This design comes from an exercise in tuning for small area and a short achievable clock period on the open sky130 flow, not from production work.
Only simulation tests tie the RTL to the original design; equivalence was not proved.

==> flow/design.v, too long to show whole: its modules and the start of the top module <==
// module pe_fa: 10 lines
// module pe_fma_pre: 35 lines
// module pe_fma_core: 2492 lines
// module pe_pipelined: 157 lines
module pe_pipelined #(
    parameter int unsigned W_DEPTH = 4,
    parameter int unsigned PIPE    = 2,
    localparam int unsigned ADDR_W = (W_DEPTH > 1) ? $clog2(W_DEPTH) : 1
) (
    input  logic              clk,
    input  logic              reset,
    input  logic              load_cfg,
    input  logic [2:0]        load_op,
    input  logic              load_wen,
    input  logic [ADDR_W-1:0] load_addr,
    input  logic [31:0]       load_data,
    input  logic              in_valid,
    output logic              in_ready,
    input  logic [31:0]       a,
    input  logic [31:0]       b,
    input  logic [31:0]       c,
    output logic              out_valid,
    input  logic              out_ready,
    output logic [31:0]       out_data,
    output logic              busy
);
  // ...
==> flow/flow/run.sh <==
#!/bin/bash
# Standard layout (the standard.sh: ORFS synthesis through final routing), with the timing
# repair steps asked to keep a setup margin, so that they keep improving the worst path below
# the 30 ns clock. Clock, I/O delays and all other constraints are the design's own.
set -euo pipefail
export SETUP_SLACK_MARGIN=17
export TNS_END_PERCENT=5
bash standard.sh > standard_make.log 2>&1
==> flow/standard.sh <==
#!/bin/bash
# synth_recipe.tcl (not shown) runs the flow's synth.tcl, then flattens the netlist and writes it again
# the make line also repeats each setting of config.mk as NAME=value (left out here)
make -C /OpenROAD-flow-scripts/flow DESIGN_CONFIG=/design/flow/config.mk WORK_HOME=/design/flow/orfs CLKGATE_MAP_FILE= SYNTH_SCRIPT=/design/flow/synth_recipe.tcl "${@:-finish}"
==> flow/config.mk <==
export PLATFORM = sky130hd
export DESIGN_NAME = pe_pipelined
export DESIGN_NICKNAME = pe_pipelined
export VERILOG_FILES = /design/flow/design.v
export SDC_FILE = /design/flow/constraint.sdc
export NUM_CORES = 4
export LEC_CHECK = 0
export ABC_AREA = 1
export CAP_MARGIN = 20
export CORE_MARGIN = 2
export CORE_UTILIZATION = 50
export SLEW_MARGIN = 20
export SYNTH_HIERARCHICAL = 1
==> flow/constraint.sdc <==
create_clock -name core_clock -period 30.0 [get_ports {clk}]
set_input_delay 6.0000 -clock core_clock [delete_from_list [all_inputs] [get_ports {clk}]]
set_output_delay 6.0000 -clock core_clock [all_outputs]
set_load 0.01 [all_outputs]
==> flow_summary.yaml, run 1 <==
logic_synthesis:
  synth-xor-area-share_pct: 7.89
  synth_top_cell_area_share_pct: 17.9
  synth_compound_area_share_pct: 12.7
  yosysMostFrequentCell: "nand2_1"
  synth_fa_ha_area_share_pct: 19.1
worst_setup_path:
  rr_endpoint: "s1_z[2]"
  crit_start: "s1_mx[4]"
  crit_path_end: "s1_z[2]"
  cp.depth: 59
  crit_type: "register to register"
  arrival_ns: 13.28
  crit_buf_inv: 11
placement:
  place_inst: 7145
layout:
  clkbuf_count: 37
  stdcell_count: 7470
  multi_input_gates: 4844
  final_cell_mix: "nand2_1 (1,488), nand3_1 (657), inv_1 (549), nor2_1 (450), xor2_1 (371)"
  top_regs: "wbank x128, dat x32, s1_z x32"
  final_util_pct: 59.4
  ff_latch_area_um2: 8010
timing:
  finalSetupTns_ns: 0
  fin_hold_ws_ns: 0.462
  worst_slack_ns: 17.01
route:
  vias_per_cell: 6.28
  via_count: 46877
  wl_met1_um: 72700
clock_tree:
  cts.sinks: 269
  cts_root_buf: "clkbuf_16"
  clkTransAtPathRegs_ns: 0.06
outcome:
  status: "no timing/DRC/antenna violations"
grt:
  use_met2_pct: 66.2
floorplan:
  die_y_um: 297
worst_hold_path:
  hold_start: "wvalid[0]"
==> inputs of run 2 (changes only) <==
--- a/flow/design.v
+++ b/flow/design.v
@@ -1855,276 +1855,17 @@
     wire lz_v123 = lz_v118 | lz_v119;
     wire [4:0] lz_c123 = lz_v118 ? {1'b0, lz_c118} : {1'b1, lz_c119};
     wire lz_v124 = lz_v120 | lz_v121;
     wire [5:0] lz_c124 = lz_v120 ? {1'b0, lz_c120} : {1'b1, lz_c121};
     wire lz_v125 = lz_v122 | lz_v123;
     wire [5:0] lz_c125 = lz_v122 ? {1'b0, lz_c122} : {1'b1, lz_c123};
     wire lz_v126 = lz_v124 | lz_v125;
     wire [6:0] lz_c126 = lz_v124 ? {1'b0, lz_c124} : {1'b1, lz_c125};
-    wire [77:0] magr;
-    generate for (genvar i = 0; i < 78; i++) begin : g_rev
-        assign magr[i] = mag[77 - i];
-    end endgenerate
-    wire tz_v0 = magr[77] | magr[76];
-    wire [0:0] tz_c0 = ~magr[77];
-    wire tz_v1 = magr[75] | magr[74];
-    wire [0:0] tz_c1 = ~magr[75];
-    wire tz_v2 = magr[73] | magr[72];
-    wire [0:0] tz_c2 = ~magr[73];
-    wire tz_v3 = magr[71] | magr[70];
-    wire [0:0] tz_c3 = ~magr[71];
-    wire tz_v4 = magr[69] | magr[68];
-    wire [0:0] tz_c4 = ~magr[69];
-    wire tz_v5 = magr[67] | magr[66];
-    wire [0:0] tz_c5 = ~magr[67];
-    wire tz_v6 = magr[65] | magr[64];
-    wire [0:0] tz_c6 = ~magr[65];
-    wire tz_v7 = magr[63] | magr[62];
-    wire [0:0] tz_c7 = ~magr[63];
-    wire tz_v8 = magr[61] | magr[60];
-    wire [0:0] tz_c8 = ~magr[61];
-    wire tz_v9 = magr[59] | magr[58];
-    wire [0:0] tz_c9 = ~magr[59];
-    wire tz_v10 = magr[57] | magr[56];
-    wire [0:0] tz_c10 = ~magr[57];
-    wire tz_v11 = magr[55] | magr[54];
-    wire [0:0] tz_c11 = ~magr[55];
-    wire tz_v12 = magr[53] | magr[52];
-    wire [0:0] tz_c12 = ~magr[53];
-    wire tz_v13 = magr[51] | magr[50];
-    wire [0:0] tz_c13 = ~magr[51];
-    wire tz_v14 = magr[49] | magr[48];
-    wire [0:0] tz_c14 = ~magr[49];
-    wire tz_v15 = magr[47] | magr[46];
-    wire [0:0] tz_c15 = ~magr[47];
-    wire tz_v16 = magr[45] | magr[44];
-    wire [0:0] tz_c16 = ~magr[45];
-    wire tz_v17 = magr[43] | magr[42];
-    wire [0:0] tz_c17 = ~magr[43];
-    wire tz_v18 = magr[41] | magr[40];
-    wire [0:0] tz_c18 = ~magr[41];
-    wire tz_v19 = magr[39] | magr[38];
-    wire [0:0] tz_c19 = ~magr[39];
-    wire tz_v20 = magr[37] | magr[36];
-    wire [0:0] tz_c20 = ~magr[37];
-    wire tz_v21 = magr[35] | magr[34];
-    wire [0:0] tz_c21 = ~magr[35];
-    wire tz_v22 = magr[33] | magr[32];
-    wire [0:0] tz_c22 = ~magr[33];
-    wire tz_v23 = magr[31] | magr[30];
-    wire [0:0] tz_c23 = ~magr[31];
-    wire tz_v24 = magr[29] | magr[28];
-    wire [0:0] tz_c24 = ~magr[29];
-    wire tz_v25 = magr[27] | magr[26];
-    wire [0:0] tz_c25 = ~magr[27];
-    wire tz_v26 = magr[25] | magr[24];
-    wire [0:0] tz_c26 = ~magr[25];
-    wire tz_v27 = magr[23] | magr[22];
-    wire [0:0] tz_c27 = ~magr[23];
-    wire tz_v28 = magr[21] | magr[20];
-    wire [0:0] tz_c28 = ~magr[21];
-    wire tz_v29 = magr[19] | magr[18];
-    wire [0:0] tz_c29 = ~magr[19];
-    wire tz_v30 = magr[17] | magr[16];
-    wire [0:0] tz_c30 = ~magr[17];
-    wire tz_v31 = magr[15] | magr[14];
-    wire [0:0] tz_c31 = ~magr[15];
-    wire tz_v32 = magr[13] | magr[12];
-    wire [0:0] tz_c32 = ~magr[13];
-    wire tz_v33 = magr[11] | magr[10];
-    wire [0:0] tz_c33 = ~magr[11];
-    wire tz_v34 = magr[9] | magr[8];
-    wire [0:0] tz_c34 = ~magr[9];
-    wire tz_v35 = magr[7] | magr[6];
-    wire [0:0] tz_c35 = ~magr[7];
-    wire tz_v36 = magr[5] | magr[4];
-    wire [0:0] tz_c36 = ~magr[5];
-    wire tz_v37 = magr[3] | magr[2];
-    wire [0:0] tz_c37 = ~magr[3];
-    wire tz_v38 = magr[1] | magr[0];
-    wire [0:0] tz_c38 = ~magr[1];
-    wire tz_v39 = 1'b0 | 1'b0;
-    wire [0:0] tz_c39 = ~1'b0;
-    wire tz_v40 = 1'b0 | 1'b0;
-    wire [0:0] tz_c40 = ~1'b0;
-    wire tz_v41 = 1'b0 | 1'b0;
-    wire [0:0] tz_c41 = ~1'b0;
-    wire tz_v42 = 1'b0 | 1'b0;
-    wire [0:0] tz_c42 = ~1'b0;
-    wire tz_v43 = 1'b0 | 1'b0;
-    wire [0:0] tz_c43 = ~1'b0;
-    wire tz_v44 = 1'b0 | 1'b0;
-    wire [0:0] tz_c44 = ~1'b0;
-    wire tz_v45 = 1'b0 | 1'b0;
-    wire [0:0] tz_c45 = ~1'b0;
-    wire tz_v46 = 1'b0 | 1'b0;
-    wire [0:0] tz_c46 = ~1'b0;
-    wire tz_v47 = 1'b0 | 1'b0;
-    wire [0:0] tz_c47 = ~1'b0;
-    wire tz_v48 = 1'b0 | 1'b0;
-    wire [0:0] tz_c48 = ~1'b0;
-    wire tz_v49 = 1'b0 | 1'b0;
-    wire [0:0] tz_c49 = ~1'b0;
-    wire tz_v50 = 1'b0 | 1'b0;
-    wire [0:0] tz_c50 = ~1'b0;
-    wire tz_v51 = 1'b0 | 1'b0;
-    wire [0:0] tz_c51 = ~1'b0;
-    wire tz_v52 = 1'b0 | 1'b0;
-    wire [0:0] tz_c52 = ~1'b0;
-    wire tz_v53 = 1'b0 | 1'b0;
-    wire [0:0] tz_c53 = ~1'b0;
-    wire tz_v54 = 1'b0 | 1'b0;
-    wire [0:0] tz_c54 = ~1'b0;
-    wire tz_v55 = 1'b0 | 1'b0;
-    wire [0:0] tz_c55 = ~1'b0;
-    wire tz_v56 = 1'b0 | 1'b0;
-    wire [0:0] tz_c56 = ~1'b0;
-    wire tz_v57 = 1'b0 | 1'b0;
-    wire [0:0] tz_c57 = ~1'b0;
-    wire tz_v58 = 1'b0 | 1'b0;
-    wire [0:0] tz_c58 = ~1'b0;
-    wire tz_v59 = 1'b0 | 1'b0;
-    wire [0:0] tz_c59 = ~1'b0;
-    wire tz_v60 = 1'b0 | 1'b0;
-    wire [0:0] tz_c60 = ~1'b0;
-    wire tz_v61 = 1'b0 | 1'b0;
-    wire [0:0] tz_c61 = ~1'b0;
-    wire tz_v62 = 1'b0 | 1'b0;
-    wire [0:0] tz_c62 = ~1'b0;
-    wire tz_v63 = 1'b0 | 1'b0;
-    wire [0:0] tz_c63 = ~1'b0;
-    wire tz_v64 = tz_v0 | tz_v1;
-    wire [1:0] tz_c64 = tz_v0 ? {1'b0, tz_c0} : {1'b1, tz_c1};
-    wire tz_v65 = tz_v2 | tz_v3;
-    wire [1:0] tz_c65 = tz_v2 ? {1'b0, tz_c2} : {1'b1, tz_c3};
-    wire tz_v66 = tz_v4 | tz_v5;
-    wire [1:0] tz_c66 = tz_v4 ? {1'b0, tz_c4} : {1'b1, tz_c5};
-    wire tz_v67 = tz_v6 | tz_v7;
-    wire [1:0] tz_c67 = tz_v6 ? {1'b0, tz_c6} : {1'b1, tz_c7};
-    wire tz_v68 = tz_v8 | tz_v9;
-    wire [1:0] tz_c68 = tz_v8 ? {1'b0, tz_c8} : {1'b1, tz_c9};
-    wire tz_v69 = tz_v10 | tz_v11;
-    wire [1:0] tz_c69 = tz_v10 ? {1'b0, tz_c10} : {1'b1, tz_c11};
-    wire tz_v70 = tz_v12 | tz_v13;
-    wire [1:0] tz_c70 = tz_v12 ? {1'b0, tz_c12} : {1'b1, tz_c13};
-    wire tz_v71 = tz_v14 | tz_v15;
-    wire [1:0] tz_c71 = tz_v14 ? {1'b0, tz_c14} : {1'b1, tz_c15};
-    wire tz_v72 = tz_v16 | tz_v17;
-    wire [1:0] tz_c72 = tz_v16 ? {1'b0, tz_c16} : {1'b1, tz_c17};
-    wire tz_v73 = tz_v18 | tz_v19;
-    wire [1:0] tz_c73 = tz_v18 ? {1'b0, tz_c18} : {1'b1, tz_c19};
-    wire tz_v74 = tz_v20 | tz_v21;
-    wire [1:0] tz_c74 = tz_v20 ? {1'b0, tz_c20} : {1'b1, tz_c21};
-    wire tz_v75 = tz_v22 | tz_v23;
-    wire [1:0] tz_c75 = tz_v22 ? {1'b0, tz_c22} : {1'b1, tz_c23};
-    wire tz_v76 = tz_v24 | tz_v25;
-    wire [1:0] tz_c76 = tz_v24 ? {1'b0, tz_c24} : {1'b1, tz_c25};
-    wire tz_v77 = tz_v26 | tz_v27;
-    wire [1:0] tz_c77 = tz_v26 ? {1'b0, tz_c26} : {1'b1, tz_c27};
-    wire tz_v78 = tz_v28 | tz_v29;
-    wire [1:0] tz_c78 = tz_v28 ? {1'b0, tz_c28} : {1'b1, tz_c29};
-    wire tz_v79 = tz_v30 | tz_v31;
-    wire [1:0] tz_c79 = tz_v30 ? {1'b0, tz_c30} : {1'b1, tz_c31};
-    wire tz_v80 = tz_v32 | tz_v33;
-    wire [1:0] tz_c80 = tz_v32 ? {1'b0, tz_c32} : {1'b1, tz_c33};
-    wire tz_v81 = tz_v34 | tz_v35;
-    wire [1:0] tz_c81 = tz_v34 ? {1'b0, tz_c34} : {1'b1, tz_c35};
-    wire tz_v82 = tz_v36 | tz_v37;
-    wire [1:0] tz_c82 = tz_v36 ? {1'b0, tz_c36} : {1'b1, tz_c37};
-    wire tz_v83 = tz_v38 | tz_v39;
-    wire [1:0] tz_c83 = tz_v38 ? {1'b0, tz_c38} : {1'b1, tz_c39};
-    wire tz_v84 = tz_v40 | tz_v41;
-    wire [1:0] tz_c84 = tz_v40 ? {1'b0, tz_c40} : {1'b1, tz_c41};
-    wire tz_v85 = tz_v42 | tz_v43;
-    wire [1:0] tz_c85 = tz_v42 ? {1'b0, tz_c42} : {1'b1, tz_c43};
-    wire tz_v86 = tz_v44 | tz_v45;
-    wire [1:0] tz_c86 = tz_v44 ? {1'b0, tz_c44} : {1'b1, tz_c45};
-    wire tz_v87 = tz_v46 | tz_v47;
-    wire [1:0] tz_c87 = tz_v46 ? {1'b0, tz_c46} : {1'b1, tz_c47};
-    wire tz_v88 = tz_v48 | tz_v49;
-    wire [1:0] tz_c88 = tz_v48 ? {1'b0, tz_c48} : {1'b1, tz_c49};
-    wire tz_v89 = tz_v50 | tz_v51;
-    wire [1:0] tz_c89 = tz_v50 ? {1'b0, tz_c50} : {1'b1, tz_c51};
-    wire tz_v90 = tz_v52 | tz_v53;
-    wire [1:0] tz_c90 = tz_v52 ? {1'b0, tz_c52} : {1'b1, tz_c53};
-    wire tz_v91 = tz_v54 | tz_v55;
-    wire [1:0] tz_c91 = tz_v54 ? {1'b0, tz_c54} : {1'b1, tz_c55};
-    wire tz_v92 = tz_v56 | tz_v57;
-    wire [1:0] tz_c92 = tz_v56 ? {1'b0, tz_c56} : {1'b1, tz_c57};
-    wire tz_v93 = tz_v58 | tz_v59;
-    wire [1:0] tz_c93 = tz_v58 ? {1'b0, tz_c58} : {1'b1, tz_c59};
-    wire tz_v94 = tz_v60 | tz_v61;
-    wire [1:0] tz_c94 = tz_v60 ? {1'b0, tz_c60} : {1'b1, tz_c61};
-    wire tz_v95 = tz_v62 | tz_v63;
-    wire [1:0] tz_c95 = tz_v62 ? {1'b0, tz_c62} : {1'b1, tz_c63};
-    wire tz_v96 = tz_v64 | tz_v65;
-    wire [2:0] tz_c96 = tz_v64 ? {1'b0, tz_c64} : {1'b1, tz_c65};
-    wire tz_v97 = tz_v66 | tz_v67;
-    wire [2:0] tz_c97 = tz_v66 ? {1'b0, tz_c66} : {1'b1, tz_c67};
-    wire tz_v98 = tz_v68 | tz_v69;
-    wire [2:0] tz_c98 = tz_v68 ? {1'b0, tz_c68} : {1'b1, tz_c69};
-    wire tz_v99 = tz_v70 | tz_v71;
-    wire [2:0] tz_c99 = tz_v70 ? {1'b0, tz_c70} : {1'b1, tz_c71};
-    wire tz_v100 = tz_v72 | tz_v73;
-    wire [2:0] tz_c100 = tz_v72 ? {1'b0, tz_c72} : {1'b1, tz_c73};
-    wire tz_v101 = tz_v74 | tz_v75;
-    wire [2:0] tz_c101 = tz_v74 ? {1'b0, tz_c74} : {1'b1, tz_c75};
-    wire tz_v102 = tz_v76 | tz_v77;
-    wire [2:0] tz_c102 = tz_v76 ? {1'b0, tz_c76} : {1'b1, tz_c77};
-    wire tz_v103 = tz_v78 | tz_v79;
-    wire [2:0] tz_c103 = tz_v78 ? {1'b0, tz_c78} : {1'b1, tz_c79};
-    wire tz_v104 = tz_v80 | tz_v81;
-    wire [2:0] tz_c104 = tz_v80 ? {1'b0, tz_c80} : {1'b1, tz_c81};
-    wire tz_v105 = tz_v82 | tz_v83;
-    wire [2:0] tz_c105 = tz_v82 ? {1'b0, tz_c82} : {1'b1, tz_c83};
-    wire tz_v106 = tz_v84 | tz_v85;
-    wire [2:0] tz_c106 = tz_v84 ? {1'b0, tz_c84} : {1'b1, tz_c85};
-    wire tz_v107 = tz_v86 | tz_v87;
-    wire [2:0] tz_c107 = tz_v86 ? {1'b0, tz_c86} : {1'b1, tz_c87};
-    wire tz_v108 = tz_v88 | tz_v89;
-    wire [2:0] tz_c108 = tz_v88 ? {1'b0, tz_c88} : {1'b1, tz_c89};
-    wire tz_v109 = tz_v90 | tz_v91;
-    wire [2:0] tz_c109 = tz_v90 ? {1'b0, tz_c90} : {1'b1, tz_c91};
-    wire tz_v110 = tz_v92 | tz_v93;
-    wire [2:0] tz_c110 = tz_v92 ? {1'b0, tz_c92} : {1'b1, tz_c93};
-    wire tz_v111 = tz_v94 | tz_v95;
-    wire [2:0] tz_c111 = tz_v94 ? {1'b0, tz_c94} : {1'b1, tz_c95};
-    wire tz_v112 = tz_v96 | tz_v97;
-    wire [3:0] tz_c112 = tz_v96 ? {1'b0, tz_c96} : {1'b1, tz_c97};
-    wire tz_v113 = tz_v98 | tz_v99;
-    wire [3:0] tz_c113 = tz_v98 ? {1'b0, tz_c98} : {1'b1, tz_c99};
-    wire tz_v114 = tz_v100 | tz_v101;
-    wire [3:0] tz_c114 = tz_v100 ? {1'b0, tz_c100} : {1'b1, tz_c101};
-    wire tz_v115 = tz_v102 | tz_v103;
-    wire [3:0] tz_c115 = tz_v102 ? {1'b0, tz_c102} : {1'b1, tz_c103};
-    wire tz_v116 = tz_v104 | tz_v105;
-    wire [3:0] tz_c116 = tz_v104 ? {1'b0, tz_c104} : {1'b1, tz_c105};
-    wire tz_v117 = tz_v106 | tz_v107;
-    wire [3:0] tz_c117 = tz_v106 ? {1'b0, tz_c106} : {1'b1, tz_c107};
-    wire tz_v118 = tz_v108 | tz_v109;
-    wire [3:0] tz_c118 = tz_v108 ? {1'b0, tz_c108} : {1'b1, tz_c109};
-    wire tz_v119 = tz_v110 | tz_v111;
-    wire [3:0] tz_c119 = tz_v110 ? {1'b0, tz_c110} : {1'b1, tz_c111};
-    wire tz_v120 = tz_v112 | tz_v113;
-    wire [4:0] tz_c120 = tz_v112 ? {1'b0, tz_c112} : {1'b1, tz_c113};
-    wire tz_v121 = tz_v114 | tz_v115;
-    wire [4:0] tz_c121 = tz_v114 ? {1'b0, tz_c114} : {1'b1, tz_c115};
-    wire tz_v122 = tz_v116 | tz_v117;
-    wire [4:0] tz_c122 = tz_v116 ? {1'b0, tz_c116} : {1'b1, tz_c117};
-    wire tz_v123 = tz_v118 | tz_v119;
-    wire [4:0] tz_c123 = tz_v118 ? {1'b0, tz_c118} : {1'b1, tz_c119};
-    wire tz_v124 = tz_v120 | tz_v121;
-    wire [5:0] tz_c124 = tz_v120 ? {1'b0, tz_c120} : {1'b1, tz_c121};
-    wire tz_v125 = tz_v122 | tz_v123;
-    wire [5:0] tz_c125 = tz_v122 ? {1'b0, tz_c122} : {1'b1, tz_c123};
-    wire tz_v126 = tz_v124 | tz_v125;
-    wire [6:0] tz_c126 = tz_v124 ? {1'b0, tz_c124} : {1'b1, tz_c125};
     wire [6:0]  lzn = lz_c126[6:0];
-    wire [6:0]  tzn = tz_c126[6:0];
     wire        tiny = lim[9];
     wire [6:0]  L = lzn;
     wire [24:0] nsh;
     wire nsh_s6_0 = mag[0] & ~L[6];
     wire nsh_s6_1 = mag[1] & ~L[6];
     wire nsh_s6_2 = mag[2] & ~L[6];
     wire nsh_s6_3 = mag[3] & ~L[6];
     wire nsh_s6_4 = mag[4] & ~L[6];
@@ -2405,17 +2146,214 @@
     wire nsh_s0_72 = L[0] ? nsh_s1_71 : nsh_s1_72;
     wire nsh_s0_73 = L[0] ? nsh_s1_72 : nsh_s1_73;
     wire nsh_s0_74 = L[0] ? nsh_s1_73 : nsh_s1_74;
     wire nsh_s0_75 = L[0] ? nsh_s1_74 : nsh_s1_75;
     wire nsh_s0_76 = L[0] ? nsh_s1_75 : nsh_s1_76;
     wire nsh_s0_77 = L[0] ? nsh_s1_76 : nsh_s1_77;
     assign nsh = {nsh_s0_77, nsh_s0_76, nsh_s0_75, nsh_s0_74, nsh_s0_73, nsh_s0_72, nsh_s0_71, nsh_s0_70, nsh_s0_69, nsh_s0_68, nsh_s0_67, nsh_s0_66, nsh_s0_65, nsh_s0_64, nsh_s0_63, nsh_s0_62, nsh_s0_61, nsh_s0_60, nsh_s0_59, nsh_s0_58, nsh_s0_57, nsh_s0_56, nsh_s0_55, nsh_s0_54, nsh_s0_53};
     wire [24:0] o = tiny ? 25'd0 : nsh;
-    wire        st = ({1'b0, tzn} + {1'b0, L}) < 8'd53;
+    wire sml_o0 = magl[76] | magl[77];
+    wire sml_o1 = magl[74] | magl[75];
+    wire sml_o2 = magl[72] | magl[73];
+    wire sml_o3 = magl[70] | magl[71];
+    wire sml_o4 = magl[68] | magl[69];
+    wire sml_o5 = magl[66] | magl[67];
+    wire sml_o6 = magl[64] | magl[65];
+    wire sml_o7 = magl[62] | magl[63];
+    wire sml_o8 = magl[60] | magl[61];
+    wire sml_o9 = magl[58] | magl[59];
+    wire sml_o10 = magl[56] | magl[57];
+    wire sml_o11 = magl[54] | magl[55];
+    wire sml_o12 = magl[52] | magl[53];
+    wire sml_o13 = magl[50] | magl[51];
+    wire sml_o14 = magl[48] | magl[49];
+    wire sml_o15 = magl[46] | magl[47];
+    wire sml_o16 = magl[44] | magl[45];
+    wire sml_o17 = magl[42] | magl[43];
+    wire sml_o18 = magl[40] | magl[41];
+    wire sml_o19 = magl[38] | magl[39];
+    wire sml_o20 = magl[36] | magl[37];
+    wire sml_o21 = magl[34] | magl[35];
+    wire sml_o22 = magl[32] | magl[33];
+    wire sml_o23 = magl[30] | magl[31];
+    wire sml_o24 = magl[28] | magl[29];
+    wire sml_o25 = magl[26] | magl[27];
+    wire sml_o26 = magl[75] | sml_o0;
+    wire sml_o27 = sml_o1 | sml_o0;
+    wire sml_o28 = magl[71] | sml_o2;
+    wire sml_o29 = sml_o3 | sml_o2;
+    wire sml_o30 = magl[67] | sml_o4;
+    wire sml_o31 = sml_o5 | sml_o4;
+    wire sml_o32 = magl[63] | sml_o6;
+    wire sml_o33 = sml_o7 | sml_o6;
+    wire sml_o34 = magl[59] | sml_o8;
+    wire sml_o35 = sml_o9 | sml_o8;
+    wire sml_o36 = magl[55] | sml_o10;
+    wire sml_o37 = sml_o11 | sml_o10;
+    wire sml_o38 = magl[51] | sml_o12;
+    wire sml_o39 = sml_o13 | sml_o12;
+    wire sml_o40 = magl[47] | sml_o14;
+    wire sml_o41 = sml_o15 | sml_o14;
+    wire sml_o42 = magl[43] | sml_o16;
+    wire sml_o43 = sml_o17 | sml_o16;
+    wire sml_o44 = magl[39] | sml_o18;
+    wire sml_o45 = sml_o19 | sml_o18;
+    wire sml_o46 = magl[35] | sml_o20;
+    wire sml_o47 = sml_o21 | sml_o20;
+    wire sml_o48 = magl[31] | sml_o22;
+    wire sml_o49 = sml_o23 | sml_o22;
+    wire sml_o50 = magl[27] | sml_o24;
+    wire sml_o51 = sml_o25 | sml_o24;
+    wire sml_o52 = magl[73] | sml_o27;
+    wire sml_o53 = sml_o2 | sml_o27;
+    wire sml_o54 = sml_o28 | sml_o27;
+    wire sml_o55 = sml_o29 | sml_o27;
+    wire sml_o56 = magl[65] | sml_o31;
+    wire sml_o57 = sml_o6 | sml_o31;
+    wire sml_o58 = sml_o32 | sml_o31;
+    wire sml_o59 = sml_o33 | sml_o31;
+    wire sml_o60 = magl[57] | sml_o35;
+    wire sml_o61 = sml_o10 | sml_o35;
+    wire sml_o62 = sml_o36 | sml_o35;
+    wire sml_o63 = sml_o37 | sml_o35;
+    wire sml_o64 = magl[49] | sml_o39;
+    wire sml_o65 = sml_o14 | sml_o39;
+    wire sml_o66 = sml_o40 | sml_o39;
+    wire sml_o67 = sml_o41 | sml_o39;
+    wire sml_o68 = magl[41] | sml_o43;
+    wire sml_o69 = sml_o18 | sml_o43;
+    wire sml_o70 = sml_o44 | sml_o43;
+    wire sml_o71 = sml_o45 | sml_o43;
+    wire sml_o72 = magl[33] | sml_o47;
+    wire sml_o73 = sml_o22 | sml_o47;
+    wire sml_o74 = sml_o48 | sml_o47;
+    wire sml_o75 = sml_o49 | sml_o47;
+    wire sml_o76 = magl[25] | sml_o51;
+    wire sml_o77 = magl[69] | sml_o55;
+    wire sml_o78 = sml_o4 | sml_o55;
+    wire sml_o79 = sml_o30 | sml_o55;
+    wire sml_o80 = sml_o31 | sml_o55;
+    wire sml_o81 = sml_o56 | sml_o55;
+    wire sml_o82 = sml_o57 | sml_o55;
+    wire sml_o83 = sml_o58 | sml_o55;
+    wire sml_o84 = sml_o59 | sml_o55;
+    wire sml_o85 = magl[53] | sml_o63;
+    wire sml_o86 = sml_o12 | sml_o63;
+    wire sml_o87 = sml_o38 | sml_o63;
+    wire sml_o88 = sml_o39 | sml_o63;
+    wire sml_o89 = sml_o64 | sml_o63;
+    wire sml_o90 = sml_o65 | sml_o63;
+    wire sml_o91 = sml_o66 | sml_o63;
+    wire sml_o92 = sml_o67 | sml_o63;
+    wire sml_o93 = magl[37] | sml_o71;
+    wire sml_o94 = sml_o20 | sml_o71;
+    wire sml_o95 = sml_o46 | sml_o71;
+    wire sml_o96 = sml_o47 | sml_o71;
+    wire sml_o97 = sml_o72 | sml_o71;
+    wire sml_o98 = sml_o73 | sml_o71;
+    wire sml_o99 = sml_o74 | sml_o71;
+    wire sml_o100 = sml_o75 | sml_o71;
+    wire sml_o101 = magl[61] | sml_o84;
+    wire sml_o102 = sml_o8 | sml_o84;
+    wire sml_o103 = sml_o34 | sml_o84;
+    wire sml_o104 = sml_o35 | sml_o84;
+    wire sml_o105 = sml_o60 | sml_o84;
+    wire sml_o106 = sml_o61 | sml_o84;
+    wire sml_o107 = sml_o62 | sml_o84;
+    wire sml_o108 = sml_o63 | sml_o84;
+    wire sml_o109 = sml_o85 | sml_o84;
+    wire sml_o110 = sml_o86 | sml_o84;
+    wire sml_o111 = sml_o87 | sml_o84;
+    wire sml_o112 = sml_o88 | sml_o84;
+    wire sml_o113 = sml_o89 | sml_o84;
+    wire sml_o114 = sml_o90 | sml_o84;
+    wire sml_o115 = sml_o91 | sml_o84;
+    wire sml_o116 = sml_o92 | sml_o84;
+    wire sml_o117 = magl[29] | sml_o100;
+    wire sml_o118 = sml_o24 | sml_o100;
+    wire sml_o119 = sml_o50 | sml_o100;
+    wire sml_o120 = sml_o51 | sml_o100;
+    wire sml_o121 = sml_o76 | sml_o100;
+    wire sml_o122 = magl[45] | sml_o116;
+    wire sml_o123 = sml_o16 | sml_o116;
+    wire sml_o124 = sml_o42 | sml_o116;
+    wire sml_o125 = sml_o43 | sml_o116;
+    wire sml_o126 = sml_o68 | sml_o116;
+    wire sml_o127 = sml_o69 | sml_o116;
+    wire sml_o128 = sml_o70 | sml_o116;
+    wire sml_o129 = sml_o71 | sml_o116;
+    wire sml_o130 = sml_o93 | sml_o116;
+    wire sml_o131 = sml_o94 | sml_o116;
+    wire sml_o132 = sml_o95 | sml_o116;
+    wire sml_o133 = sml_o96 | sml_o116;
+    wire sml_o134 = sml_o97 | sml_o116;
+    wire sml_o135 = sml_o98 | sml_o116;
+    wire sml_o136 = sml_o99 | sml_o116;
+    wire sml_o137 = sml_o100 | sml_o116;
+    wire sml_o138 = sml_o117 | sml_o116;
+    wire sml_o139 = sml_o118 | sml_o116;
+    wire sml_o140 = sml_o119 | sml_o116;
+    wire sml_o141 = sml_o120 | sml_o116;
+    wire sml_o142 = sml_o121 | sml_o116;
+    wire [77:25] sml;
+    assign sml[77] = magl[77];
+    assign sml[76] = sml_o0;
+    assign sml[75] = sml_o26;
+    assign sml[74] = sml_o27;
+    assign sml[73] = sml_o52;
+    assign sml[72] = sml_o53;
+    assign sml[71] = sml_o54;
+    assign sml[70] = sml_o55;
+    assign sml[69] = sml_o77;
+    assign sml[68] = sml_o78;
+    assign sml[67] = sml_o79;
+    assign sml[66] = sml_o80;
+    assign sml[65] = sml_o81;
+    assign sml[64] = sml_o82;
+    assign sml[63] = sml_o83;
+    assign sml[62] = sml_o84;
+    assign sml[61] = sml_o101;
+    assign sml[60] = sml_o102;
+    assign sml[59] = sml_o103;
+    assign sml[58] = sml_o104;
+    assign sml[57] = sml_o105;
+    assign sml[56] = sml_o106;
+    assign sml[55] = sml_o107;
+    assign sml[54] = sml_o108;
+    assign sml[53] = sml_o109;
+    assign sml[52] = sml_o110;
+    assign sml[51] = sml_o111;
+    assign sml[50] = sml_o112;
+    assign sml[49] = sml_o113;
+    assign sml[48] = sml_o114;
+    assign sml[47] = sml_o115;
+    assign sml[46] = sml_o116;
+    assign sml[45] = sml_o122;
+    assign sml[44] = sml_o123;
+    assign sml[43] = sml_o124;
+    assign sml[42] = sml_o125;
+    assign sml[41] = sml_o126;
+    assign sml[40] = sml_o127;
+    assign sml[39] = sml_o128;
+    assign sml[38] = sml_o129;
+    assign sml[37] = sml_o130;
+    assign sml[36] = sml_o131;
+    assign sml[35] = sml_o132;
+    assign sml[34] = sml_o133;
+    assign sml[33] = sml_o134;
+    assign sml[32] = sml_o135;
+    assign sml[31] = sml_o136;
+    assign sml[30] = sml_o137;
+    assign sml[29] = sml_o138;
+    assign sml[28] = sml_o139;
+    assign sml[27] = sml_o140;
+    assign sml[26] = sml_o141;
+    assign sml[25] = sml_o142;
+    wire        st = |(mag[52:0] & sml[77:25]);
     wire        rnd = o[0] & (st | o[1]);
     wire [9:0]  ep = tiny ? 10'd0 : (lim - 10'(L));    
     wire [7:0]  ep1 = ep[7:0] + 8'd1;
     wire [30:0] bpre = {o[24] ? ep1 : ep[7:0], o[23:1]};
     wire        ovfl = !ep[9] && (ep >= 10'd254) && o[24];
     wire [30:0] body;
     wire [30:0] ri_a0 = bpre;
     wire ri_n0 = ri_a0[1] & ri_a0[0];
==> flow/flow/run.sh (replaced) <==
#!/bin/bash
set -euo pipefail
export SETUP_SLACK_MARGIN=16.5
export TNS_END_PERCENT=5
export BUFFER_PORTS_ARGS="-buffer_cell sky130_fd_sc_hd__buf_2"
bash standard.sh > standard_make.log 2>&1
==> run 2 against run 1 <==
Die area down 0.71%. Fmax down 1.1%. Critical path depth unchanged. Still clean. Synthesized cell count about the same.
==> flow_summary.yaml, run 2 <==
outcome:
  status: "no timing/DRC/antenna violations"
worst_hold_path:
  hp-class: "register to register"
  min_path_cells: 2
logic_synthesis:
  synth_top_cell_area_share_pct: 18.0
  syn-cell-area_um2: 42500
  synth.largest_area_cell: "edfxtp_1"
  synthTopCellsByCount: "nand2_1 (1,656), nand3_1 (618), inv_1 (576), nor2_1 (514), xor2_1 (379)"
  yosys-top-cells-area: "edfxtp_1 (18%), fa_1 (15%), nand2_1 (15%)"
  syn_avg_cell_area_um2: 6.95
  synth_edf_count: 255
  ys_ff_latch: 269
  synth.yosys.seq_area_share_pct: 18.8
  ys_types: 73
  synth-async-reset-ratio_pct: 5.20
  synth_flop_cell: "edfxtp_1"
  yosysWarnings: 9
  yosysMostFrequentCell: "nand2_1"
  syn-instance-count: 6119
placement:
  io_buffers: 173
  gp_congestion: 1.08
  dpl.hpwl_um: 143000
  placed_area_um2: 43800
grt:
  grt_max_degree: 102
  met3_usage_pct: 9.77
  grt_pass1_vias: 41769
  grt_pass1_wl_um: 273000
  met1_usage_pct: 56.6
  grt_usage_pct: 42.0
  antenna_found_initial: 24
  grt-ovfl-total: 0
  use_met2_pct: 63.5
  gr-max-usage-layer: "met2"
worst_setup_path:
  crit_buf_inv: 5
  cp-start-kind: "register"
  crit_type: "register to register"
  cp_max_fo: 37
  arrival_ns: 13.56
  slowest_stage: "inv_1"
  cp.required_ns: 30.43
  reg2regPathDepth: 59
  cp.depth: 59
  crit_top_cell: "nand2_1"
  crit_family: "simple AND/OR/NAND/NOR gates"
  cpPeakStageDelay_ns: 0.83
  crit_path_end_kind: "register"
layout:
  top_regs: "wbank x128, dat x32, s1_z x32"
  drive_above_1_share_pct: 12.6
  largest_reg_flops: 128
  n_fill_cell: 8300
  area_growth_pct: 10.3
  final_cell_mix: "nand2_1 (1,637), nand3_1 (611), inv_1 (557), nor2_1 (468), xor2_1 (372)"
  nNetsFinal: 6733
  layout_commonest_cell: "nand2_1"
  final_area_um2: 46900
  top_register: "wbank"
route:
  drtIter0Drc: 6329
  drc: 0
  vias_per_cell: 6.21
  wl_per_cell_um: 26.0
  finalWirelength_um: 190000
  first_pass_iters: 6
  ant_nets: 0
  via_count: 45382
floorplan:
  die_x_um: 296
  rows: 106
  io_pins: 174
  core-area_um2: 84000
  die_y_um: 296
  start_util_pct: 50.7
  dieArea_um2: 87400
timing:
  finalCritPeriodShare_pct: 43.8
  hold_viol_final: 0
  rsz0062_at_grt: "no"
  fin_hold_ws_ns: 0.470
  post-route-min-period_ns: 13.13
  fmax_ghz: 0.0761
  finalSetupTns_ns: 0
  tightest_slew_ns: 1.14
  finClkSkew_ns: 0.0231
  setup_viol: 0
  final_max_slew_viol_count: 0
  slew_headroom_pct: 24.2
clock_tree:
  clkTransAtPathRegs_ns: 0.06
  clock_path_buffers: 3
  cts.sinks: 269
  cts_made_buffers: 27
  clk_latency_ns: 0.58
  cts_root_buf: "clkbuf_16"
  cts_tree: "built"
  htreeDepth: 1
job:
  drv_cap: 0
[run 2: changes by cell type after synthesis, sizes merged, moves of 7 or more]
cell	change
clkinv	+8
ha	-7
inv	-26
nand2	+108
nand3	-59
nand3b	+9
nand4	-23
nor2	+10
o211ai	-13
o21bai	-10
or2	+9
[run 2: cells by family after synthesis]
logic type,Yosys count,share of synthesized area [%]
buffers and inverters,1004,9.80
DFF,269,18.8
and+or+nand+nor,3122,32.1
muxes,6,0.141
xor gates and xnor gates,386,7.95
adders and majority gates,455,18.9
AOI/OAI and AO/OA,876,12.2
other,1,0.00882
[run 2: what timing repair did]
| action | 4_1_cts | 5_1_grt |
|---|---|---|
| pin swaps | 7 | 40 |
| cloned | 17 | 7 |
| setup buffers | 39 | 45 |
| endpoints found under the setup margin | 62 | 62 |
| hold buffers | 0 | 0 |
| gates resized for setup | 125 | 176 |
[run 2: worst paths after layout]
check                                from         to  slack [ns]
max in group asynchronous           reset    wptr[0]       24.06
worst max register to register  s1_mx[12]   s1_z[21]       16.87
worst min-delay path            wvalid[3]  wvalid[3]        0.47
min in group asynchronous           reset       busy        5.49
worst max-delay path            s1_mx[12]   s1_z[21]       16.87
worst min register to register  wvalid[3]  wvalid[3]        0.47
[run 2: stage by stage]
stage,instances,utilization (%),setup slack [ns]
2_1_floorplan,6124,-,17.59
3_3_place_gp,7131,52.1,14.17
3_5_place_dp,7132,52.1,14.17
4_1_cts,7235,54.3,16.55
5_1_grt,7303,55.9,16.44
6_report,7308,55.9,16.87
[run 2: area by class of cell]
cell class	instances	area, um2	area share, %
diodes	17	42.5	0.0907
clock buffers	36	719	1.53
clock inverters	11	103	0.219
inverters	626	2500	5.32
multi-input cells	4856	31400	66.9
flip-flops and latches	269	8010	17.1
well taps	1134	1420	3.02
repair buffers	348	2670	5.69
repair inverters	11	82.6	0.176
[run 2: layer usage]
layer,wire length (um),vias to the layer above
met1,74100,21522
met4,11400,14
li1,-,20197
met5,88,-
met2,80900,3060
met3,23600,589
[run 2: per-module statistics from Yosys, one instance, submodules excluded]
module	flip-flops and latches	cells inside	area, um2	copies in the design
pe_fa	0	1	20.0	311
pe_fma_core	0	4504	23600	1
pe_fma_pre	0	207	1230	1
pe_pipelined	269	1097	11500	1
[run 2: worst reg2reg max path, delay by kind of cell (launching register included)]
kind | cells | cell delay, ns
buffers and inverters | 5 | 1.59
adder cells (fa/ha/maj) | 7 | 3.31
flip-flops | 1 | 0.39
XOR/XNOR | 1 | 0.22
AO/OA/AOI/OAI | 5 | 1.27
AND/OR/NAND/NOR | 41 | 6.21
==> inputs of run 3 (changes only) <==
--- a/flow/config.mk
+++ b/flow/config.mk
@@ -9,5 +9,5 @@
 export CAP_MARGIN = 20
 export CORE_MARGIN = 2
-export CORE_UTILIZATION = 50
+export CORE_UTILIZATION = 56
 export SLEW_MARGIN = 20
 export SYNTH_HIERARCHICAL = 1
==> run 3 against run 2 <==
Clock skew grew 0.0044 ns. Register-to-register slack worse by 0.05 ns. Global-route usage grew 3.5 points. Sequential share of layout area about the same.
==> flow_summary.yaml, run 3 <==
logic_synthesis:
  yosysWarnings: 9
  synth-async-reset-ratio_pct: 5.20
  synth_edf_count: 255
  synth_top_family_by_area: "simple AND/OR/NAND/NOR gates"
  synth-simple-area-share_pct: 32.1
  synth.largest_area_cell: "edfxtp_1"
  synth.yosys.seq_area_share_pct: 18.8
  synth.area.mux_share_pct: 0.141
  synth_top_cell_area_share_pct: 18.0
  syn-cell-area_um2: 42500
  synth_fa_ha_area_share_pct: 18.9
  synthTopCellsByCount: "nand2_1 (1,656), nand3_1 (618), inv_1 (576), nor2_1 (514), xor2_1 (379)"
  ys_ff_latch: 269
  yosys-top-cells-area: "edfxtp_1 (18%), fa_1 (15%), nand2_1 (15%)"
  syn-instance-count: 6119
  synth-xor-area-share_pct: 7.95
  ys_types: 73
  syn_avg_cell_area_um2: 6.95
  synth_flop_cell: "edfxtp_1"
  synth_compound_area_share_pct: 12.2
  yosysMostFrequentCell: "nand2_1"
worst_setup_path:
  cp_max_fo: 41
  crit_path_end_kind: "register"
  crit_type: "register to register"
  cp.required_ns: 30.43
  crit_top_cell: "nand2_1"
  cp-start-kind: "register"
  arrival_ns: 13.61
  cpPeakStageDelay_ns: 0.65
  slowest_stage: "edfxtp_1"
timing:
  rsz0062_at_grt: "yes"
  final_max_slew_viol_count: 0
  fmax_ghz: 0.0758
  tightest_slew_ns: 1.11
  slew_headroom_pct: 25.8
  finalSetupTns_ns: 0
  hold_viol_final: 0
  post-route-min-period_ns: 13.18
  finClkSkew_ns: 0.0274
  finalCritPeriodShare_pct: 43.9
  setup_viol: 0
route:
  wl_per_cell_um: 26.0
  first_pass_iters: 9
  ant_nets: 0
  via_count: 46267
  drtIter0Drc: 6946
  vias_per_cell: 6.47
  drc: 0
  finalWirelength_um: 186000
clock_tree:
  clock_path_buffers: 3
  cts_tree: "built"
  cts_made_buffers: 26
  cts.sinks: 269
  htreeDepth: 1
  hold_buffers: 0
  cts_root_buf: "clkbuf_16"
  clkTransAtPathRegs_ns: 0.07
  clk_latency_ns: 0.58
layout:
  top_register: "wbank"
  top_regs: "wbank x128, dat x32, s1_z x32"
  largest_reg_flops: 128
  nNetsFinal: 6733
  final_area_um2: 46900
  drive_above_1_share_pct: 12.9
  layout_commonest_cell: "nand2_1"
  area_growth_pct: 10.3
  final_cell_mix: "nand2_1 (1,634), nand3_1 (611), inv_1 (556), nor2_1 (469), xor2_1 (366)"
  final_util_pct: 62.1
grt:
  grt-ovfl-total: 0
  grt_usage_pct: 45.5
  grt_pass1_wl_um: 269000
  grt_max_degree: 93
  grt_pass1_vias: 43216
  antenna_found_initial: 14
worst_hold_path:
  hp-class: "register to register"
placement:
  placed_area_um2: 43500
  io_buffers: 173
  gp_congestion: 1.09
  dpl.hpwl_um: 136000
outcome:
  status: "no timing/DRC/antenna violations"
floorplan:
  core-area_um2: 75600
  die_y_um: 280
  die_x_um: 280
  start_util_pct: 56.3
  io_pins: 174
  rows: 101
  dieArea_um2: 78200
job:
  drv_cap: 0
[run 3: cell count changes in the layout (fill, tap and decap cells not counted), moves of 5 or more]
cell / change
buf_4: -9
diode_2: -5
fa_1: -5
fa_2: +5
nand2_2: +5
nor2_2: -6
nor2_4: +5
xor2_1: -6
xor2_2: +6
[run 3: per-layer routing]
metal / share of wire, % / track usage [%] / up-vias
met5: 0.046 / 0 / -
met4: 7.8 / 26.4 / 8
met3: 14 / 12.6 / 904
met2: 41 / 67.4 / 3701
met1: 37 / 59.7 / 21460
li1: - / - / 20194
[run 3: cells by family after synthesis]
group,after synthesis
AOI/OAI and AO/OA,876
DFF,269
buffers and inverters,1004
and+or+nand+nor,3122
xor gates and xnor gates,386
other,1
adders and majority gates,455
muxes,6
[run 3: area by class of cell]
type	count	area [um2]
Multi-Input combinational cell	4859	31500
Fill cell	6978	28700
Sequential cell	269	8010
Timing Repair Buffer	347	2700
Inverter	626	2500
Tap cell	978	1220
Clock buffer	32	673
Clock inverter	14	163
Timing Repair inverter	10	81.3
Antenna cell	12	30.0
[run 3: timing repair]
action,in CTS,in global routing
cloned,16,12
setup endpoints to repair,62,62
resized for setup,140,192
setup buffers,36,51
pin swaps,18,53
[run 3: metrics by stage]
| step | hold WS (ns) | setup slack [ns] | std cells |
|---|---|---|---|
| 6_report | 0.457 | 16.82 | 7147 |
| 5_1_grt | 0.500 | 16.33 | 7143 |
| 4_1_cts | 0.458 | 16.51 | 7070 |
| 3_5_place_dp | 0.445 | 13.88 | 6972 |
| 3_3_place_gp | 0.438 | 13.81 | 6972 |
| 2_1_floorplan | 0.427 | 17.59 | 6124 |
[run 3: path summary, 6_finish.rpt]
| check | depth (start not counted) | start | endpoint | slack [ns] |
|---|---|---|---|---|
| worst max-delay path | 61 | s1_mx[10] | s1_z[21] | 16.82 |
| worst min-delay path | 2 | wvalid[2] | wvalid[2] | 0.46 |
| worst max register to register | 61 | s1_mx[10] | s1_z[21] | 16.82 |
| worst min register to register | 2 | wvalid[2] | wvalid[2] | 0.46 |
| max in group asynchronous | 2 | reset | wptr[0] | 24.07 |
| min in group asynchronous | 2 | reset | wptr[1] | 5.48 |
[run 3: critical path: cells and delay by family, from the launching register on]
kind                       cells  cell delay, ns
and+or+nand+nor               40            5.59
adders and majority gates      7            3.24
buffers and inverters          8            1.78
AOI/OAI and AO/OA              5            1.42
DFF                            1            0.65
xor gates and xnor gates       1            0.25
[run 3: Yosys stat by module (local to each module, per instance)]
| module | flip-flops and latches | cells inside | area (um2) |
|---|---|---|---|
| pe_fma_pre | 0 | 207 | 1230 |
| pe_pipelined | 269 | 1097 | 11500 |
| pe_fa | 0 | 1 | 20.0 |
| pe_fma_core | 0 | 4504 | 23600 |
==> inputs of run 4 (changes only) <==
==> flow/flow/run.sh (replaced) <==
#!/bin/bash
set -euo pipefail
export SETUP_SLACK_MARGIN=16.5
export TNS_END_PERCENT=5
export BUFFER_PORTS_ARGS="-buffer_cell sky130_fd_sc_hd__buf_1"
bash standard.sh > standard_make.log 2>&1
--- a/flow/config.mk
+++ b/flow/config.mk
@@ -9,5 +9,6 @@
 export CAP_MARGIN = 20
 export CORE_MARGIN = 2
-export CORE_UTILIZATION = 56
+export CORE_UTILIZATION = 50
+export CTS_BUF_LIST = sky130_fd_sc_hd__clkbuf_8
 export SLEW_MARGIN = 20
 export SYNTH_HIERARCHICAL = 1
==> run 4 against run 3 <==
Routed wire length increased by 1.6%. Register-to-register slack improved by 0.10 ns. First-iteration DRC count decreased by 17%. Sequential cell count unchanged. Critical path type unchanged.
==> flow_summary.yaml, run 4 <==
outcome:
  status: "no timing/DRC/antenna violations"
clock_tree:
  clock_path_buffers: 3
  cts_tree: "built"
  cts.sinks: 269
  htreeDepth: 2
  clk_latency_ns: 0.62
  cts_made_buffers: 43
  cts_root_buf: "clkbuf_8"
  clkTransAtPathRegs_ns: 0.06
worst_setup_path:
  r2r-start: "s1_mx[8]"
  crit_top_cell: "nand2_1"
  cp-start-kind: "register"
  cpPeakStageDelay_ns: 0.83
  cp.required_ns: 30.33
  arrival_ns: 13.41
  crit_type: "register to register"
  crit_path_end_kind: "register"
  cp_max_fo: 24
  crit_start: "s1_mx[8]"
  slowest_stage: "inv_1"
timing:
  setup_viol: 0
  hold_viol_final: 0
  fmax_ghz: 0.0764
  tightest_slew_ns: 1.12
  post-route-min-period_ns: 13.08
  rsz0062_at_grt: "no"
  finClkSkew_ns: 0.0352
  finalCritPeriodShare_pct: 43.6
  slew_headroom_pct: 25.1
  fin_hold_ws_ns: 0.463
  final_max_slew_viol_count: 0
  finalSetupTns_ns: 0
logic_synthesis:
  yosysMostFrequentCell: "nand2_1"
  synth_top_cell_area_share_pct: 18.0
  syn_avg_cell_area_um2: 6.95
  synth_flop_cell: "edfxtp_1"
  synth-xor-area-share_pct: 7.95
  syn-instance-count: 6119
  ys_types: 73
  synth.area.mux_share_pct: 0.141
  synth.largest_area_cell: "edfxtp_1"
  synth_fa_ha_area_share_pct: 18.9
  synth-async-reset-ratio_pct: 5.20
  ys_ff_latch: 269
  yosys-top-cells-area: "edfxtp_1 (18%), fa_1 (15%), nand2_1 (15%)"
  synth-simple-area-share_pct: 32.1
  synth_compound_area_share_pct: 12.2
  synth.yosys.seq_area_share_pct: 18.8
  synthTopCellsByCount: "nand2_1 (1,656), nand3_1 (618), inv_1 (576), nor2_1 (514), xor2_1 (379)"
  synth_top_family_by_area: "simple AND/OR/NAND/NOR gates"
  syn-cell-area_um2: 42500
  synth_edf_count: 255
  yosysWarnings: 9
floorplan:
  io_pins: 174
  start_util_pct: 50.7
  die_x_um: 296
  die_y_um: 296
  rows: 106
  dieArea_um2: 87400
  core-area_um2: 84000
placement:
  place_inst: 7145
  dpl.hpwl_um: 142000
  io_buffers: 173
  gp_congestion: 1.06
  placed_area_um2: 43600
route:
  drtIter0Drc: 5751
  via_count: 45462
  drc: 0
  ant_nets: 0
  finalWirelength_um: 189000
  first_pass_iters: 8
  wl_per_cell_um: 25.7
  vias_per_cell: 6.19
layout:
  layout_commonest_cell: "nand2_1"
  top_regs: "wbank x128, dat x32, s1_z x32"
  drive_above_1_share_pct: 10.5
  largest_reg_flops: 128
  nNetsFinal: 6770
  stdcell_count: 7347
  n_fill_cell: 8245
  top_register: "wbank"
  final_area_um2: 46800
  final_cell_mix: "nand2_1 (1,632), nand3_1 (609), inv_1 (573), nor2_1 (464), xor2_1 (371)"
  area_growth_pct: 10.0
job:
  drv_cap: 0
grt:
  grt_pass1_vias: 42054
  grt_pass1_wl_um: 271000
  grt_max_degree: 102
  gr-max-usage-layer: "met2"
  met1_usage_pct: 56.1
  antenna_found_initial: 12
  grt_usage_pct: 41.7
  grt-ovfl-total: 0
  met3_usage_pct: 10.4
  use_met2_pct: 62.6
worst_hold_path:
  hold_start: "wvalid[3]"
  hp-class: "register to register"
-- run 4: cell counts after synthesis --
Identical to the previous run, type by type.
-- run 4: path summary, 6_finish.rpt --
| path | endpoint | slack [ns] | cells after the start |
|---|---|---|---|
| worst min register to register | wvalid[3] | 0.46 | 2 |
| min in group asynchronous | busy | 5.42 | 2 |
| worst max-delay path | s1_z[7] | 16.92 | 68 |
| max in group asynchronous | wptr[0] | 24.13 | 2 |
| worst max register to register | s1_z[7] | 16.92 | 68 |
| worst min-delay path | wvalid[3] | 0.46 | 2 |
-- run 4: kinds of logic after synthesis --
logic type | count (synthesis)
AO/OA/AOI/OAI | 876
adder cells (fa/ha/maj) | 455
XOR/XNOR | 386
buffers and inverters | 1004
AND/OR/NAND/NOR | 3122
flip-flops | 269
multiplexers | 6
other | 1
-- run 4: layout make-up --
cell class	count	area, um2	share of cell area, %
Tap cell	1134	1420	3.03
Sequential cell	269	8010	17.1
Timing Repair Buffer	372	2730	5.84
Clock buffer	43	592	1.27
Timing Repair inverter	11	92.6	0.198
Clock inverter	28	128	0.273
Antenna cell	11	27.5	0.0588
Multi-Input combinational cell	4853	31300	66.9
Inverter	626	2490	5.32
-- run 4: critical path: cells and delay by family, from the launching register on --
| kind | cells | cell delay (ns) |
|---|---|---|
| AO/OA/AOI/OAI | 7 | 1.08 |
| XOR/XNOR | 2 | 0.38 |
| adder cells (fa/ha/maj) | 8 | 3.66 |
| buffers and inverters | 11 | 2.02 |
| flip-flops | 1 | 0.43 |
| AND/OR/NAND/NOR | 40 | 5.17 |
-- run 4: repair_timing --
item / in CTS / in global routing
gates cloned: 17 / 10
pin swaps: 9 / 66
buffers inserted: 31 / 60
hold buffers: 0 / 0
endpoints found under the setup margin: 62 / 62
gates resized for setup: 129 / 183
-- run 4: per-layer routing --
layer	routed length, um	part of all wire [%]
met3	22500	12
met2	79700	42
met5	25	0.013
met4	11500	6.1
met1	75300	40
-- run 4: modules after synthesis (local to each module, per instance) --
module / cells inside / cell area (um2) / copies in the design / flip-flops and latches
pe_fa: 1 / 20.0 / 311 / 0
pe_fma_pre: 207 / 1230 / 1 / 0
pe_pipelined: 1097 / 11500 / 1 / 269
pe_fma_core: 4504 / 23600 / 1 / 0
-- run 4: per-stage QoR --
step | worst slack (ns) | util (%)
after floorplan | 17.59 | -
after global placement | 14.22 | 51.9
after detailed placement | 14.55 | 52.0
after CTS | 16.51 | 53.9
after global routing | 16.43 | 55.7
final | 16.92 | 55.7
==> inputs of run 5 (changes only) <==
--- a/flow/config.mk
+++ b/flow/config.mk
@@ -10,5 +10,5 @@
 export CORE_MARGIN = 2
 export CORE_UTILIZATION = 50
-export CTS_BUF_LIST = sky130_fd_sc_hd__clkbuf_8
+export CTS_BUF_LIST = sky130_fd_sc_hd__clkbuf_4
 export SLEW_MARGIN = 20
 export SYNTH_HIERARCHICAL = 1
==> run 5 against run 4 <==
Routed wire length decreased by 0.53%. Register-to-register slack got worse by 0.05 ns. Critical path depth increased by 6. Via count about the same. Critical path type unchanged.
==> flow_summary.yaml, run 5 <==
outcome:
  status: "no timing/DRC/antenna violations"
placement:
  dpl.hpwl_um: 142000
  io_buffers: 173
  gp_congestion: 1.06
  placed_area_um2: 43600
floorplan:
  dieArea_um2: 87400
  io_pins: 174
  rows: 106
  die_y_um: 296
  die_x_um: 296
  start_util_pct: 50.7
  core-area_um2: 84000
logic_synthesis:
  synth_fa_ha_area_share_pct: 18.9
  synth_edf_count: 255
  synth.largest_area_cell: "edfxtp_1"
  syn_avg_cell_area_um2: 6.95
  yosys-top-cells-area: "edfxtp_1 (18%), fa_1 (15%), nand2_1 (15%)"
  synth-simple-area-share_pct: 32.1
  synth_top_family_by_area: "simple AND/OR/NAND/NOR gates"
  syn-cell-area_um2: 42500
  synthTopCellsByCount: "nand2_1 (1,656), nand3_1 (618), inv_1 (576), nor2_1 (514), xor2_1 (379)"
  synth.yosys.seq_area_share_pct: 18.8
  synth_compound_area_share_pct: 12.2
  yosysWarnings: 9
  synth_top_cell_area_share_pct: 18.0
  synth.area.mux_share_pct: 0.141
  ys_ff_latch: 269
  syn-instance-count: 6119
  yosysMostFrequentCell: "nand2_1"
  ys_types: 73
  synth_flop_cell: "edfxtp_1"
  synth-async-reset-ratio_pct: 5.20
  synth-xor-area-share_pct: 7.95
timing:
  final_max_slew_viol_count: 0
  fmax_ghz: 0.0761
  fin_hold_ws_ns: 0.462
  hold_viol_final: 0
  rsz0062_at_grt: "no"
  post-route-min-period_ns: 13.13
  slew_headroom_pct: 27.4
  tightest_slew_ns: 1.09
  finalSetupTns_ns: 0
  finalCritPeriodShare_pct: 43.8
  finClkSkew_ns: 0.102
  setup_viol: 0
clock_tree:
  cts_root_buf: "clkbuf_4"
  cts.sinks: 269
  clk_latency_ns: 0.83
  cts_made_buffers: 68
  htreeDepth: 3
  hold_buffers: 0
  clkTransAtPathRegs_ns: 0.09
  cts_tree: "built"
  clock_path_buffers: 3
worst_setup_path:
  crit_top_cell: "nand2_1"
  cp.required_ns: 30.49
  rrSetupSlack_ns: 16.87
  crit_path_end_kind: "register"
  cp_max_fo: 20
  cp-start-kind: "register"
  slowest_stage: "fa_2"
  cpPeakStageDelay_ns: 0.63
  crit_type: "register to register"
  arrival_ns: 13.62
layout:
  final_area_um2: 46700
  top_register: "wbank"
  top_regs: "wbank x128, dat x32, s1_z x32"
  final_util_pct: 55.7
  layout_commonest_cell: "nand2_1"
  area_growth_pct: 9.89
  largest_reg_flops: 128
  final_cell_mix: "nand2_1 (1,632), nand3_1 (607), inv_1 (556), nor2_1 (470), xor2_1 (373)"
  drive_above_1_share_pct: 10.9
  n_fill_cell: 8266
  multi_input_area_um2: 31300
  nNetsFinal: 6779
  ff_latch_area_um2: 8010
grt:
  grt_usage_pct: 41.7
  antenna_found_initial: 15
  grt_max_degree: 102
  grt-ovfl-total: 0
  grt_pass1_vias: 42180
  grt_pass1_wl_um: 271000
worst_hold_path:
  hp-class: "register to register"
route:
  drc: 0
  ant_nets: 0
  drtIter0Drc: 5876
  finalWirelength_um: 188000
  via_count: 45475
  wl_per_cell_um: 25.5
  vias_per_cell: 6.16
  first_pass_iters: 6
job:
  drv_cap: 0
## run 5: critical path: cells and delay by family, from the launching register on
kind / cells / cell delay [ns]
simple gates: 40 / 5.28
fa+ha+maj: 8 / 3.34
buf+inv: 16 / 1.98
compound gates: 8 / 1.28
flops: 1 / 0.44
xor+xnor: 2 / 0.36
## run 5: per-stage QoR
step                setup WS (ns)  instances
global placement            14.22       7144
floorplan                   17.59       6124
detailed placement          14.55       7145
finish                      16.87       7384
global route                16.45       7382
CTS                         16.52       7310
## run 5: cell type report
class | count | area share (%)
diodes | 13 | 0.0696
inverters | 626 | 5.32
well taps | 1134 | 3.04
flip-flops and latches | 269 | 17.1
repair inverters | 10 | 0.179
clock inverters | 32 | 0.511
clock buffers | 90 | 1.45
repair buffers | 357 | 5.40
multi-input cells | 4853 | 66.9
## run 5: cells by family after synthesis
kind of cell,count (synthesis)
simple gates,3122
buf+inv,1004
compound gates,876
fa+ha+maj,455
xor+xnor,386
flops,269
mux,6
other cells,1
## run 5: what timing repair did
action,in CTS,in global routing
endpoints found under the setup margin,62,62
gates resized for setup,126,176
cloned,15,6
pin swaps,9,52
setup buffers,28,53
endpoints found under the hold margin,0,0
## run 5: final timing paths
check | from | end | cells past startpoint
worst max-delay path | s1_my[5] | s1_z[7] | 74
worst max register to register | s1_my[5] | s1_z[7] | 74
worst min-delay path | wvalid[3] | wvalid[3] | 2
min in group asynchronous | reset | v1 | 2
worst min register to register | wvalid[3] | wvalid[3] | 2
max in group asynchronous | reset | wptr[0] | 2
## run 5: Yosys stat by module (local to each module, per instance)
module	cell area [um2]	flip-flops and latches
pe_pipelined	11500	269
pe_fma_pre	1230	0
pe_fma_core	23600	0
pe_fa	20.0	0
## run 5: layer usage
layer | routed length [um] | part of all wire [%] | track usage [%] | vias up
met5 | 27 | 0.014 | 0 | -
met4 | 11200 | 5.9 | 20.8 | 4
met3 | 22200 | 12 | 9.80 | 542
met2 | 79700 | 42 | 62.5 | 2903
met1 | 75000 | 40 | 56.3 | 21671
li1 | - | - | - | 20355
==> inputs of run 6 (changes only) <==
--- a/flow/config.mk
+++ b/flow/config.mk
@@ -10,5 +10,6 @@
 export CORE_MARGIN = 2
 export CORE_UTILIZATION = 50
-export CTS_BUF_LIST = sky130_fd_sc_hd__clkbuf_4
+export CTS_BUF_LIST = sky130_fd_sc_hd__clkbuf_8
+export CTS_CLUSTER_SIZE = 24
 export SLEW_MARGIN = 20
 export SYNTH_HIERARCHICAL = 1
==> run 6 against run 5 <==
Still clean on timing, DRC and antenna. Via count is essentially flat. Clock-buffer cell count shrank 47. Cell count down 0.50%. Critical path depth down 6. Clock skew fell by 0.067 ns. Die area did not move. Utilization is 0.061 points higher. Worst hold slack improved by 0.0010 ns. Area after synthesis unchanged. Final area rose by 0.11%. Largest cell class unchanged.
==> flow_summary.yaml, run 6 <==
outcome:
  status: "no timing/DRC/antenna violations"
layout:
  layout_commonest_cell: "nand2_1"
  top_regs: "wbank x128, dat x32, s1_z x32"
  stdcell_count: 7347
  n_fill_cell: 8245
  top_register: "wbank"
  drive_above_1_share_pct: 10.5
  nNetsFinal: 6770
  final_util_pct: 55.7
  area_growth_pct: 10.0
route:
  finalWirelength_um: 189000
  ant_nets: 0
  via_count: 45462
  drtIter0Drc: 5751
  vias_per_cell: 6.19
  drc: 0
logic_synthesis:
  synth-async-reset-ratio_pct: 5.20
  ys_types: 73
  synth_compound_area_share_pct: 12.2
  synth_edf_count: 255
  synth-xor-area-share_pct: 7.95
  syn-cell-area_um2: 42500
  synth_flop_cell: "edfxtp_1"
  synth_top_cell_area_share_pct: 18.0
  yosys-top-cells-area: "edfxtp_1 (18%), fa_1 (15%), nand2_1 (15%)"
  synth_fa_ha_area_share_pct: 18.9
  synth.area.mux_share_pct: 0.141
  ys_ff_latch: 269
  yosysWarnings: 9
  syn-instance-count: 6119
  synth.largest_area_cell: "edfxtp_1"
  synth-simple-area-share_pct: 32.1
  synth_top_family_by_area: "simple AND/OR/NAND/NOR gates"
worst_setup_path:
  cp_max_fo: 24
  cp-start-kind: "register"
  cp.required_ns: 30.33
  crit_buf_inv: 11
  arrival_ns: 13.41
  crit_family: "simple AND/OR/NAND/NOR gates"
  slowest_stage: "inv_1"
  crit_top_cell: "nand2_1"
  crit_path_end_kind: "register"
  cpPeakStageDelay_ns: 0.83
  crit_type: "register to register"
floorplan:
  die_x_um: 296
  io_pins: 174
  dieArea_um2: 87400
  start_util_pct: 50.7
  rows: 106
  core-area_um2: 84000
clock_tree:
  clk_latency_ns: 0.62
  clkTransAtPathRegs_ns: 0.06
  cts_made_buffers: 43
  cts.sinks: 269
  cts_root_buf: "clkbuf_8"
placement:
  place_inst: 7145
  dpl.hpwl_um: 142000
  gp_congestion: 1.06
grt:
  grt_max_degree: 102
  antenna_found_initial: 12
  grt-ovfl-total: 0
timing:
  hold_viol_final: 0
  tightest_slew_ns: 1.12
  setup_viol: 0
  finalCritPeriodShare_pct: 43.6
  final_max_slew_viol_count: 0
  finClkSkew_ns: 0.0352
  rsz0062_at_grt: "no"
  slew_headroom_pct: 25.1
-- run 6: cell count changes in the layout (fill, tap and decap cells not counted), sizes merged --
cell	previous run	this run
clkinv	40	24
buf	347	360
diode	13	11
clkinvlp	19	23
bufinv	3	0
clkbuf	97	52
inv	606	618
-- run 6: layer usage --
metal  GRT usage (%)  wire length, um  vias up
met5               0               25        -
met4            20.4            11500        4
met3            10.4            22500      591
met2            62.6            79700     2979
met1            56.1            75300    21613
li1                -                -    20275
-- run 6: Yosys stat by module (local to each module, per instance) --
module,copies in the design,cells inside,flops+latches
pe_fma_pre,1,207,0
pe_pipelined,1,1097,269
pe_fa,311,1,0
pe_fma_core,1,4504,0
-- run 6: layout make-up --
class	count	area (um2)	share of cell area [%]
multi-input combinational	4853	31300	66.9
sequential	269	8010	17.1
timing repair buffer	372	2730	5.84
inverter	626	2490	5.32
tap	1134	1420	3.03
clock buffer	43	592	1.27
clock inverter	28	128	0.273
timing repair inverter	11	92.6	0.198
antenna	11	27.5	0.0588
-- run 6: final timing paths --
path,start,endpoint,slack (ns),cells past startpoint
min,wvalid[3],wvalid[3],0.46,2
max reg2reg,s1_mx[8],s1_z[7],16.92,68
max in group asynchronous,reset,wptr[0],24.13,2
max,s1_mx[8],s1_z[7],16.92,68
min reg2reg,wvalid[3],wvalid[3],0.46,2
min in group asynchronous,reset,busy,5.42,2
-- run 6: what timing repair did --
action,CTS,global route
setup endpoints to repair,62,62
gates resized for setup,129,183
pin swaps,9,66
cloned,17,10
setup buffers,31,60
-- run 6: per-stage QoR --
| step | instance area, um2 | hold WS [ns] |
|---|---|---|
| 2_1_floorplan | 42500 | 0.427 |
| 3_3_place_gp | 43600 | 0.445 |
| 3_5_place_dp | 43600 | 0.452 |
| 4_1_cts | 45300 | 0.467 |
| 5_1_grt | 46800 | 0.496 |
| 6_report | 46800 | 0.463 |
-- run 6: cells by family after synthesis --
family	Yosys count
AO/OA/AOI/OAI	876
XOR/XNOR	386
adder cells (fa/ha/maj)	455
buffers and inverters	1004
flip-flops	269
multiplexers	6
other	1
AND/OR/NAND/NOR	3122
-- run 6: tightest hold or removal path, cell delays in order, from the launching register on --
cell and delay [ns]:
dfrtp_1 0.32, inv_1 0.05, o21ai_0 0.06

==> static timing again, ports no longer ideal <==
How much do the figures lean on ideal ports? The routed layouts below were timed once more, with nothing changed but the port constraints.
Step 1, drivers: a clkbuf_16 drives clk and a buf_2 each remaining input, both assumed.
Step 2 times the ports against the registers' clock, not the clock port: input delays grow and output delays shrink by t, the midpoint of the rising clock arrivals with the driver on.
a / b / c = ideal / step 1 / step 2; a / b = the first two.
| run | t, ns | setup WS [ns] | worst setup path after step 2 |
|---|---|---|---|
| run 1 | 0.637 | 17.015 / 17.012 / 17.012 | input to output |
| run 2 | 0.629 | 16.865 / 16.865 / 16.865 | register to register |
| run 3 | 0.626 | 16.816 / 16.816 / 16.816 | register to register |
| run 4 | 0.656 | 16.917 / 16.917 / 16.917 | register to register |
| run 5 | 0.834 | 16.866 / 16.866 / 16.866 | register to register |
| run 6 | 0.656 | 16.917 / 16.917 / 16.917 | register to register |
After both steps setup and hold are still met in every run listed. The setup slack of run 1, which loses most, moves by -0.003 ns with the drivers and by -0.003 ns with both steps.
